This is an optimization exercise on Yosys and OpenROAD, whose aim is small area, not a production implementation.
The RTL was checked by simulation tests, not by an equivalence proof against the original design.
Power figures rest on the tool's default switching activity, not on a simulated workload.

## axi_pcie_rq_tag_mgr
module axi_pcie_rq_tag_mgr #(
    parameter int unsigned TAG_WIDTH      = 8,
    parameter int unsigned TAGS           = 64,
    parameter int unsigned TIMEOUT_CYCLES = 65536
) (
    input  logic                 clk_i,
    input  logic                 rst_ni,
    input  logic                 req_vld,
    input  logic [10:0]          req_len,
    output logic                 req_rdy,
    output logic [TAG_WIDTH-1:0] alloc_tag,
    input  logic                 cpl_vld,
    input  logic [TAG_WIDTH-1:0] cpl_tag,
    input  logic [10:0]          cpl_len,
    input  logic                 cpl_err,
    output logic                 cpl_unexp,
    output logic                 cpl_overrun,
    output logic [TAG_WIDTH:0]   free_cnt,
    output logic                 timeout_vld,
    output logic [TAG_WIDTH-1:0] timeout_tag
);
Size: about 7100 cells after synthesis, ~2300 flip-flops, ~98000 µm² of cells after synthesis.
==> module axi_pcie_rq_tag_mgr, before the edit <==
module axi_pcie_rq_tag_mgr #(
    parameter int unsigned TAG_WIDTH      = 8,
    parameter int unsigned TAGS           = 64,
    parameter int unsigned TIMEOUT_CYCLES = 65536
) (
    input  logic                 clk_i,
    input  logic                 rst_ni,
    input  logic                 req_vld,
    input  logic [10:0]          req_len,
    output logic                 req_rdy,
    output logic [TAG_WIDTH-1:0] alloc_tag,
    input  logic                 cpl_vld,
    input  logic [TAG_WIDTH-1:0] cpl_tag,
    input  logic [10:0]          cpl_len,
    input  logic                 cpl_err,
    output logic                 cpl_unexp,
    output logic                 cpl_overrun,
    output logic [TAG_WIDTH:0]   free_cnt,
    output logic                 timeout_vld,
    output logic [TAG_WIDTH-1:0] timeout_tag
);
    typedef logic [5:0] idx_t;
    function automatic logic [63:0] dec64(idx_t v);
        dec64 = 64'd1 << v;
    endfunction
    logic [5:0]   fifo_q  [64];
    idx_t         head_q, tail_q;
    logic         tw_q;             
    logic         full_q;           
    logic         run_q;            
    logic [5:0]   diff;
    logic [1:0]   st_q    [64];     
    logic [10:0]  remn_q  [64];     
    logic [15:0]  stl_q   [64];
    logic [15:0]  ts_q;
    idx_t         scan_q;
    logic         unexp_q, overrun_q;
    logic         to_vld_q;
    idx_t         to_tag_q;
    logic        pop, push, wrap;
    idx_t        pop_idx, cpl_idx, push_tag, fifo_rd;
    logic        cpl_inr, cpl_hit, cpl_rel, cpl_over, cpl_bad, cpl_busy;
    logic [10:0] cpl_dw, cpl_rem, req_dw, remn_rd;
    logic [11:0] cpl_diff;
    logic [1:0]  scan_st;
    logic [15:0] scan_stl;
    logic        to_hit;
    logic [63:0] pop_oh, cpl_oh, scan_oh, tail_oh;
    logic [7:0]  head_lo, head_hi, cpl_lo, cpl_hi, scan_lo, scan_hi;
    always_comb begin
        head_lo = 8'd1 << head_q[2:0];
        head_hi = 8'd1 << head_q[5:3];
        cpl_lo  = 8'd1 << cpl_tag[2:0];
        cpl_hi  = 8'd1 << cpl_tag[5:3];
        scan_lo = 8'd1 << scan_q[2:0];
        scan_hi = 8'd1 << scan_q[5:3];
        cpl_idx = cpl_tag[5:0];
        cpl_oh  = dec64(cpl_idx);
        scan_oh = dec64(scan_q);
        tail_oh = dec64(tail_q);
        fifo_rd  = '0;
        remn_rd  = '0;
        cpl_busy = 1'b0;
        scan_st  = '0;
        scan_stl = '0;
        for (int g = 0; g < 8; g++) begin
            logic [5:0]  f;
            logic [10:0] r;
            logic        b;
            logic [1:0]  ss;
            logic [15:0] sl;
            f = '0; r = '0; b = 1'b0; ss = '0; sl = '0;
            for (int j = 0; j < 8; j++) begin
                f  = f  | (fifo_q[8*g+j] & {6{head_lo[j]}});
                r  = r  | (remn_q[8*g+j] & {11{cpl_lo[j]}});
                b  = b  | ((st_q[8*g+j] != 2'd0) & cpl_lo[j]);
                ss = ss | (st_q[8*g+j] & {2{scan_lo[j]}});
                sl = sl | (stl_q[8*g+j] & {16{scan_lo[j]}});
            end
            fifo_rd  = fifo_rd  | (f  & {6{head_hi[g]}});
            remn_rd  = remn_rd  | (r  & {11{cpl_hi[g]}});
            cpl_busy = cpl_busy | (b  & cpl_hi[g]);
            scan_st  = scan_st  | (ss & {2{scan_hi[g]}});
            scan_stl = scan_stl | (sl & {16{scan_hi[g]}});
        end
        pop     = req_vld && req_rdy;
        pop_idx = (tw_q || (head_q < tail_q)) ? fifo_rd : head_q;
        pop_oh  = dec64(pop_idx);
        cpl_dw  = {cpl_len[10] | (cpl_len == 11'd0), cpl_len[9:0]};
        req_dw  = {req_len[10] | (req_len == 11'd0), req_len[9:0]};
        cpl_rem = ~remn_rd;
        cpl_diff  = {1'b0, cpl_rem} - {1'b0, cpl_dw};
        cpl_inr   = cpl_vld && (cpl_tag[7:6] == 2'b00);
        cpl_hit   = cpl_inr && cpl_busy;
        cpl_bad   = cpl_vld && !cpl_hit;
        cpl_over  = cpl_hit && !cpl_err && cpl_diff[11];
        cpl_rel   = cpl_hit && (cpl_err || cpl_diff[11] || (cpl_diff[10:0] == 11'd0));
        wrap      = (ts_q == 16'hFFFF);
        to_hit    = !cpl_rel && scan_st[1] && (!scan_st[0] || (ts_q >= scan_stl));
        push      = cpl_rel || to_hit;
        push_tag  = cpl_rel ? cpl_idx : scan_q;
        diff      = tail_q - head_q;
    end
    always_ff @(posedge clk_i or negedge rst_ni) begin
        if (!rst_ni) begin
            head_q    <= '0;
            tail_q    <= '0;
            tw_q      <= 1'b0;
            full_q    <= 1'b1;
            run_q     <= 1'b0;
            unexp_q   <= 1'b0;
            overrun_q <= 1'b0;
            ts_q      <= '0;
            scan_q    <= '0;
            to_vld_q  <= 1'b0;
            to_tag_q  <= '0;
        end else begin
            if (pop) begin
                head_q <= head_q + 1'b1;
            end
            if (push) begin
                tail_q <= tail_q + 1'b1;
                if (tail_q == 6'd63) begin
                    tw_q <= 1'b1;
                end
            end
            if (push != pop) begin
                full_q <= push && (diff == 6'd63);
            end
            run_q     <= 1'b1;
            unexp_q   <= cpl_bad;
            overrun_q <= cpl_over;
            ts_q      <= ts_q + 1'b1;
            if (!cpl_rel) begin
                scan_q <= scan_q + 1'b1;
            end
            to_vld_q <= to_hit;
            if (to_hit) begin
                to_tag_q <= scan_q;
            end
        end
    end
    for (genvar i = 0; i < 64; i++) begin : g_tag
        logic pop_i, cw_i, rel_i;
        assign pop_i  = pop && pop_oh[i];
        assign cw_i   = cpl_inr && cpl_oh[i];
        assign rel_i  = (cpl_rel && cpl_oh[i]) || (to_hit && scan_oh[i]);
        always_ff @(posedge clk_i or negedge rst_ni) begin
            if (!rst_ni) begin
                st_q[i] <= 2'd0;
            end else if (pop_i) begin
                st_q[i] <= {wrap, 1'b1};
            end else if (rel_i) begin
                st_q[i] <= 2'b00;
            end else if (wrap) begin
                st_q[i] <= {st_q[i][1] | st_q[i][0], st_q[i][0] & ~st_q[i][1]};
            end
        end
        always_ff @(posedge clk_i) begin
            if (pop_i || cw_i) begin
                remn_q[i] <= ~(pop_i ? req_dw : cpl_diff[10:0]);
            end
            if (pop_i) begin
                stl_q[i] <= ts_q;
            end
            if (push && tail_oh[i]) begin
                fifo_q[i] <= push_tag;
            end
        end
    end
    assign req_rdy     = run_q && (full_q || (diff != 6'd0));
    assign alloc_tag   = {2'b00, pop_idx};
    assign free_cnt    = {2'b00, full_q, diff};
    assign cpl_unexp   = unexp_q;
    assign cpl_overrun = overrun_q;
    assign timeout_vld = to_vld_q;
    assign timeout_tag = {2'b00, to_tag_q};
endmodule
==> flow/config.mk <==
export PLATFORM = sky130hd
export DESIGN_NAME = axi_pcie_rq_tag_mgr
export DESIGN_NICKNAME = axi_pcie_rq_tag_mgr
export VERILOG_FILES = /design/flow/design.v
export SDC_FILE = /design/flow/constraint.sdc
export NUM_CORES = 4
export LEC_CHECK = 0
export CAP_MARGIN = 20
export CORE_MARGIN = 2
export CORE_UTILIZATION = 50
export SLEW_MARGIN = 20
==> flow/constraint.sdc <==
create_clock -name core_clock -period 10.0 [get_ports {clk_i}]
set_input_delay 2.0000 -clock core_clock [delete_from_list [all_inputs] [get_ports {clk_i}]]
set_output_delay 2.0000 -clock core_clock [all_outputs]
set_load 0.01 [all_outputs]
standard.sh (not shown) runs the stock make flow with config.mk's settings and CLKGATE_MAP_FILE= SYNTH_SCRIPT=/design/flow/synth_recipe.tcl, a recipe that flattens the netlist after the stock synthesis.
==> flow/flow/run.sh <==
#!/bin/bash
# The standard layout (standard.sh, unchanged synthesis), except that:
#  * clock-tree synthesis builds small sink clusters driven by clkbuf_8 cells
#    (root clkbuf_16), to keep flip-flop clock slew low, and inserts no dummy loads;
#  * the port buffers (one per input and output port, as in the standard flow)
#    are buf_1 cells instead of delay cells.
set -euo pipefail
export CTS_ARGS="-sink_clustering_enable -repair_clock_nets -dont_use_dummy_load -sink_clustering_size 16 -sink_clustering_max_diameter 70 -buf_list sky130_fd_sc_hd__clkbuf_8 -root_buf sky130_fd_sc_hd__clkbuf_16"
export BUFFER_PORTS_ARGS="-buffer_cell sky130_fd_sc_hd__buf_1"
bash standard.sh > standard_flow.log 2>&1
Edit:
--- a/flow/design.v
+++ b/flow/design.v
@@ -20,12 +20,31 @@
     output logic [TAG_WIDTH-1:0] timeout_tag
 );
     typedef logic [5:0] idx_t;
     function automatic logic [63:0] dec64(idx_t v);
         dec64 = 64'd1 << v;
     endfunction
+    function automatic logic [1:0] cmp11(logic [10:0] a, logic [10:0] b);
+        logic [15:0] g, e;
+        for (int k = 0; k < 16; k++) begin
+            if (k < 11) begin
+                g[k] = a[k] & ~b[k];
+                e[k] = ~(g[k] | (~a[k] & b[k]));
+            end else begin
+                g[k] = 1'b0;
+                e[k] = 1'b1;
+            end
+        end
+        for (int w = 1; w < 16; w = w * 2) begin
+            for (int k = 0; k + w < 16; k = k + 2 * w) begin
+                g[k] = g[k + w] | (e[k + w] & g[k]);
+                e[k] = e[k + w] & e[k];
+            end
+        end
+        cmp11 = {g[0], e[0]};
+    endfunction
     logic [5:0]   fifo_q  [64];
     idx_t         head_q, tail_q;
     logic         tw_q;             
     logic         full_q;           
     logic         run_q;            
     logic [5:0]   diff;
@@ -39,12 +58,13 @@
     idx_t         to_tag_q;
     logic        pop, push, wrap;
     idx_t        pop_idx, cpl_idx, push_tag, fifo_rd;
     logic        cpl_inr, cpl_hit, cpl_rel, cpl_over, cpl_bad, cpl_busy;
     logic [10:0] cpl_dw, cpl_rem, req_dw, remn_rd;
     logic [11:0] cpl_diff;
+    logic [1:0]  cpl_cmp;           
     logic [1:0]  scan_st;
     logic [15:0] scan_stl;
     logic        to_hit;
     logic [63:0] pop_oh, cpl_oh, scan_oh, tail_oh;
     logic [7:0]  head_lo, head_hi, cpl_lo, cpl_hi, scan_lo, scan_hi;
     always_comb begin
@@ -90,14 +110,15 @@
         req_dw  = {req_len[10] | (req_len == 11'd0), req_len[9:0]};
         cpl_rem = ~remn_rd;
         cpl_diff  = {1'b0, cpl_rem} - {1'b0, cpl_dw};
         cpl_inr   = cpl_vld && (cpl_tag[7:6] == 2'b00);
         cpl_hit   = cpl_inr && cpl_busy;
         cpl_bad   = cpl_vld && !cpl_hit;
-        cpl_over  = cpl_hit && !cpl_err && cpl_diff[11];
-        cpl_rel   = cpl_hit && (cpl_err || cpl_diff[11] || (cpl_diff[10:0] == 11'd0));
+        cpl_cmp   = cmp11(cpl_dw, cpl_rem);
+        cpl_over  = cpl_hit && !cpl_err && cpl_cmp[1];
+        cpl_rel   = cpl_hit && (cpl_err || cpl_cmp[1] || cpl_cmp[0]);
         wrap      = (ts_q == 16'hFFFF);
         to_hit    = !cpl_rel && scan_st[1] && (!scan_st[0] || (ts_q >= scan_stl));
         push      = cpl_rel || to_hit;
         push_tag  = cpl_rel ? cpl_idx : scan_q;
         diff      = tail_q - head_q;
     end
Effect:
- sequential share of layout area came out higher by 0.19 points
- count of clock-buffer cells in the layout is higher by 1
- fmax rises by 9.2%
- setup slack improved by 0.76 ns
- global-route usage fell by 2.0 points
- clock power barely changes
- via count drops by 6.5%
- utilization drops by 0.15 points
- routed wire length fell by 6.0%
- power is lower by 2.2%
- final cell count decreases by 4.9%
- synthesized area stays flat
- die area stays flat

## port drivers added, routing unchanged
No port has a modelled driver above. Below, the same layouts with a new extraction and two added sets of constraints.
Step 1, drivers: a clkbuf_16 drives clk_i and a buf_2 each remaining input, both assumed.
Step 2 moves the port delays by t, midway between the first and last clock arrival at a register: inputs arrive t later, outputs are due t later. That takes back most of the time a late clock gives input paths.
Slacks: ideal ports / drivers / drivers and shift; pairs: ideal ports / drivers.
run	shift t [ns]	slack for setup (ns)	worst register clock-pin slew, ns
the first run	0.911	0.971 / 1.033 / 0.122	0.11 / 0.11
the second run	0.879	1.731 / 1.731 / 1.119	0.12 / 0.12
After both steps every run listed still meets setup and hold. The setup slack of the first run, which loses most, moves by +0.062 ns with the drivers and by -0.849 ns with both steps.
